Source: an optimization exercise on an open RTL-to-GDS flow (aim: small area and a short achievable clock period). Production flows keep margins and buffers that such runs may drop. The RTL was checked by simulation tests, not by an equivalence proof against the original design. No activity file was given, so power comes from the tool's default toggle rates.

## param_fifo
module param_fifo
#(
    parameter int unsigned DATA_W   = param_fifo_pkg::DEF_DATA_W,
    parameter int unsigned DEPTH    = param_fifo_pkg::DEF_DEPTH,
    parameter int unsigned AF_LEVEL = DEPTH - param_fifo_pkg::DEF_AF_MARGIN,
    parameter int unsigned AE_LEVEL = param_fifo_pkg::DEF_AE_LEVEL,
    localparam int unsigned AW      = param_fifo_pkg::clog2(DEPTH),
    localparam int unsigned CW      = AW + 1,
    localparam int unsigned LW      = AW / 2,
    localparam int unsigned HW      = AW - LW
) (
    input  logic              clk,
    input  logic              rst,
    input  logic              clear,
    input  logic              wr_en,
    input  logic [DATA_W-1:0] wr_data,
    input  logic              rd_en,
    output logic [DATA_W-1:0] rd_data,
    output logic              rd_valid,
    output logic              full,
    output logic              empty,
    output logic              almost_full,
    output logic              almost_empty,
    output logic [CW-1:0]     count,
    output logic              overflow,
    output logic              underflow
);
  ...
Size: roughly 3700 cells after synthesis, ~2100 flip-flops, roughly 37 I/O pins.
make LEC_CHECK=0 CAP_MARGIN=5 CELL_PAD_IN_SITES_DETAIL_PLACEMENT=1 CELL_PAD_IN_SITES_GLOBAL_PLACEMENT=1 CORE_MARGIN=2 CORE_UTILIZATION=40 CTS_CLUSTER_DIAMETER=100 CTS_CLUSTER_SIZE=25 SETUP_SLACK_MARGIN=2.8 SLEW_MARGIN=5 SYNTH_HIERARCHICAL=1 SYNTH_MINIMUM_KEEP_SIZE=0 finish   # period 5.0 ns
run.sh (not shown) runs the stock make flow with config.mk's settings and CLKGATE_MAP_FILE= SYNTH_SCRIPT=/design/flow/synth_recipe.tcl, a recipe that flattens the netlist after the stock synthesis.
==> next run, changes <==
--- a/flow/design.v
+++ b/flow/design.v
@@ -25,43 +25,43 @@
     parameter int unsigned DATA_W = param_fifo_pkg::DEF_DATA_W,
     parameter int unsigned DEPTH  = param_fifo_pkg::DEF_DEPTH,
     localparam int unsigned AW    = param_fifo_pkg::clog2(DEPTH),
     localparam int unsigned LW    = AW / 2,
     localparam int unsigned HW    = AW - LW,
     localparam int unsigned NPART = ((1 << HW) + 7) / 8
 ) (
     input  logic               clk,
     input  logic               shift_i,
     input  logic [DATA_W-1:0]  wr_data_i,
-    input  logic [2*(1<<LW)-1:0] rd_lo_i,
+    input  logic [(1<<LW)-1:0] rd_lo_i,
     input  logic [(1<<HW)-1:0] rd_hi_i,
     output logic [DATA_W*NPART-1:0] rd_part_n_o
 );
     localparam int unsigned NL = 1 << LW;       
     localparam int unsigned NH = 1 << HW;       
     localparam int unsigned NG = (NL + 2) / 3;  
     localparam int unsigned NM = (NG + 2) / 3;  
     logic [DATA_W-1:0] mem_q [DEPTH];
     logic [DATA_W-1:0] rot [NH*NL];
     always_ff @(posedge clk) begin
         if (shift_i) begin
             mem_q[0] <= wr_data_i;
             for (int i = 1; i < DEPTH; i++) mem_q[i] <= mem_q[i-1];
         end
     end
     always_comb begin
         for (int j = 0; j < NH*NL; j++)
             rot[j] = (j < DEPTH) ? mem_q[(j + DEPTH - 1) % DEPTH] : '0;
     end
+    logic [3*NG-1:0] lo_p;
+    assign lo_p = {{(3*NG-NL){1'b0}}, rd_lo_i};
     for (genvar b = 0; b < DATA_W; b++) begin : g_bit
-        logic [3*NG-1:0] lo_p;
-        assign lo_p = {{(3*NG-NL){1'b0}}, rd_lo_i[((2*b) / DATA_W)*NL +: NL]};
         logic [NH-1:0] row_n;    
         for (genvar h = 0; h < NH; h++) begin : g_row
             logic [3*NG-1:0] d;
             logic [3*NM-1:0] grp_n;
             logic [NM-1:0]   grp;
             for (genvar l = 0; l < 3*NG; l++) begin : g_d
                 if (l < NL) begin : g_e
                     assign d[l] = rot[h*NL + l][b];
                 end else begin : g_z
                     assign d[l] = 1'b0;
@@ -177,21 +177,20 @@
     output logic              almost_full,
     output logic              almost_empty,
     output logic [CW-1:0]     count,
     output logic              overflow,
     output logic              underflow
 );
     logic [CW-1:0]      count_q, count_d, count_inc, count_dec;
     logic [CW-1:0]      ncnt_q, cnt;
     logic               nfull_q, empty_q;
     logic [(1<<LW)-1:0] lo_q, lo_d, lo_cur;
-    logic [(1<<LW)-1:0] lo2_q, lo2_d, lo2_cur;
     logic [(1<<HW)-1:0] hi_q, hi_d, hi_cur;
     logic               full_q, nempty_q, afull_q, naempty_q;
     logic               rd_valid_q, overflow_q, underflow_q;
     logic [DATA_W-1:0]  rd_data_q, rd_word;
     logic [DATA_W*(((1<<HW)+7)/8)-1:0] rd_part_n;
     logic               wr_acc, rd_acc, shift, up, down;
     assign rd_acc = rd_en && !empty_q && !clear;
     assign wr_acc = wr_en && (nfull_q || rd_acc) && !clear;
     assign shift  = wr_en && (nfull_q || rd_en);
     assign up     = wr_acc && !rd_acc;
@@ -216,32 +215,23 @@
             lo_d = (1<<LW)'(1);
             hi_d = (1<<HW)'(1);
         end else if (up) begin
             lo_d = {lo_cur[(1<<LW)-2:0], lo_cur[(1<<LW)-1]};
             if (&cnt[LW-1:0]) hi_d = {hi_cur[(1<<HW)-2:0], hi_cur[(1<<HW)-1]};
         end else if (down) begin
             lo_d = {lo_cur[0], lo_cur[(1<<LW)-1:1]};
             if (cnt[LW-1:0] == '0) hi_d = {hi_cur[0], hi_cur[(1<<HW)-1:1]};
         end
     end
-    always_comb begin
-        lo2_cur = '0;
-        lo2_cur[count_q[LW-1:0]] = 1'b1;
-        lo2_d = lo2_cur;
-        if (clear)     lo2_d = (1<<LW)'(1);
-        else if (up)   lo2_d = {lo2_cur[(1<<LW)-2:0], lo2_cur[(1<<LW)-1]};
-        else if (down) lo2_d = {lo2_cur[0], lo2_cur[(1<<LW)-1:1]};
-    end
     always_ff @(posedge clk) begin
-        lo_q  <= lo_d;
-        lo2_q <= lo2_d;
-        hi_q  <= hi_d;
+        lo_q <= lo_d;
+        hi_q <= hi_d;
     end
     always_ff @(posedge clk or posedge rst) begin
         if (rst) begin
             count_q     <= '0;
             ncnt_q      <= '1;
             full_q      <= 1'b0;
             nfull_q     <= 1'b1;
             nempty_q    <= 1'b0;
             empty_q     <= 1'b1;
             afull_q     <= 1'b0;
@@ -286,21 +276,21 @@
         if (rst)         rd_data_q <= '0;
         else if (rd_acc) rd_data_q <= rd_word;
     end
     fifo_mem #(
         .DATA_W (DATA_W),
         .DEPTH  (DEPTH)
     ) u_mem (
         .clk         (clk),
         .shift_i     (shift),
         .wr_data_i   (wr_data),
-        .rd_lo_i     ({lo2_q, lo_q}),
+        .rd_lo_i     (lo_q),
         .rd_hi_i     (hi_q),
         .rd_part_n_o (rd_part_n)
     );
     assign rd_data      = rd_data_q;
     assign rd_valid     = rd_valid_q;
     assign count        = count_q;
     assign full         = full_q;
     assign empty        = !nempty_q;
     assign almost_full  = afull_q;
     assign almost_empty = !naempty_q;
=> Non-clock buffer count fell by 64. Die area drops by 1.3%. Count of clock-buffer cells in the layout shrinks by 29. Worst setup slack loses 0.079 ns. Synthesized cell count went down by 3.3%. Final area went down by 2.0%. Cell count went down by 3.3%. Via count decreases by 3.9%. Worst hold slack is worse by 0.0094 ns. Clock skew increases by 0.0032 ns. Core utilization fell by 0.34 points. Sequential cell count falls by 16. Power shrinks by 3.4%. Combinational power decreases by 27%.

## re-timing with driven ports
How much do the figures lean on ideal ports? The routed layouts below were timed once more, with nothing changed but the port constraints.
Step 1: set_driving_cell puts a clkbuf_16 on clk and a buf_2 on each other input, an assumption about the parent block.
Step 2 also shifts input and output timing later by t, the mid clock arrival at the registers, as if the neighbouring blocks saw the same clock.
Three values: no drivers, after step 1, after step 2; two values: the first two.
run | shift t [ns] | setup WS [ns] | slew at the worst register clock pin (ns) | worst data-port slew with drivers (ns) | cell pins on the clock port's net
the first run | 0.830 | 2.614 / 2.535 / 2.035 | 0.11 / 0.11 | 0.11 | 1
the second run | 0.830 | 2.535 / 2.504 / 2.034 | 0.11 / 0.11 | 0.04 | 1
After both steps every run listed still meets setup and hold. For the first run, which loses most, drivers alone change the setup slack by -0.079 ns; drivers and shift together by -0.579 ns.
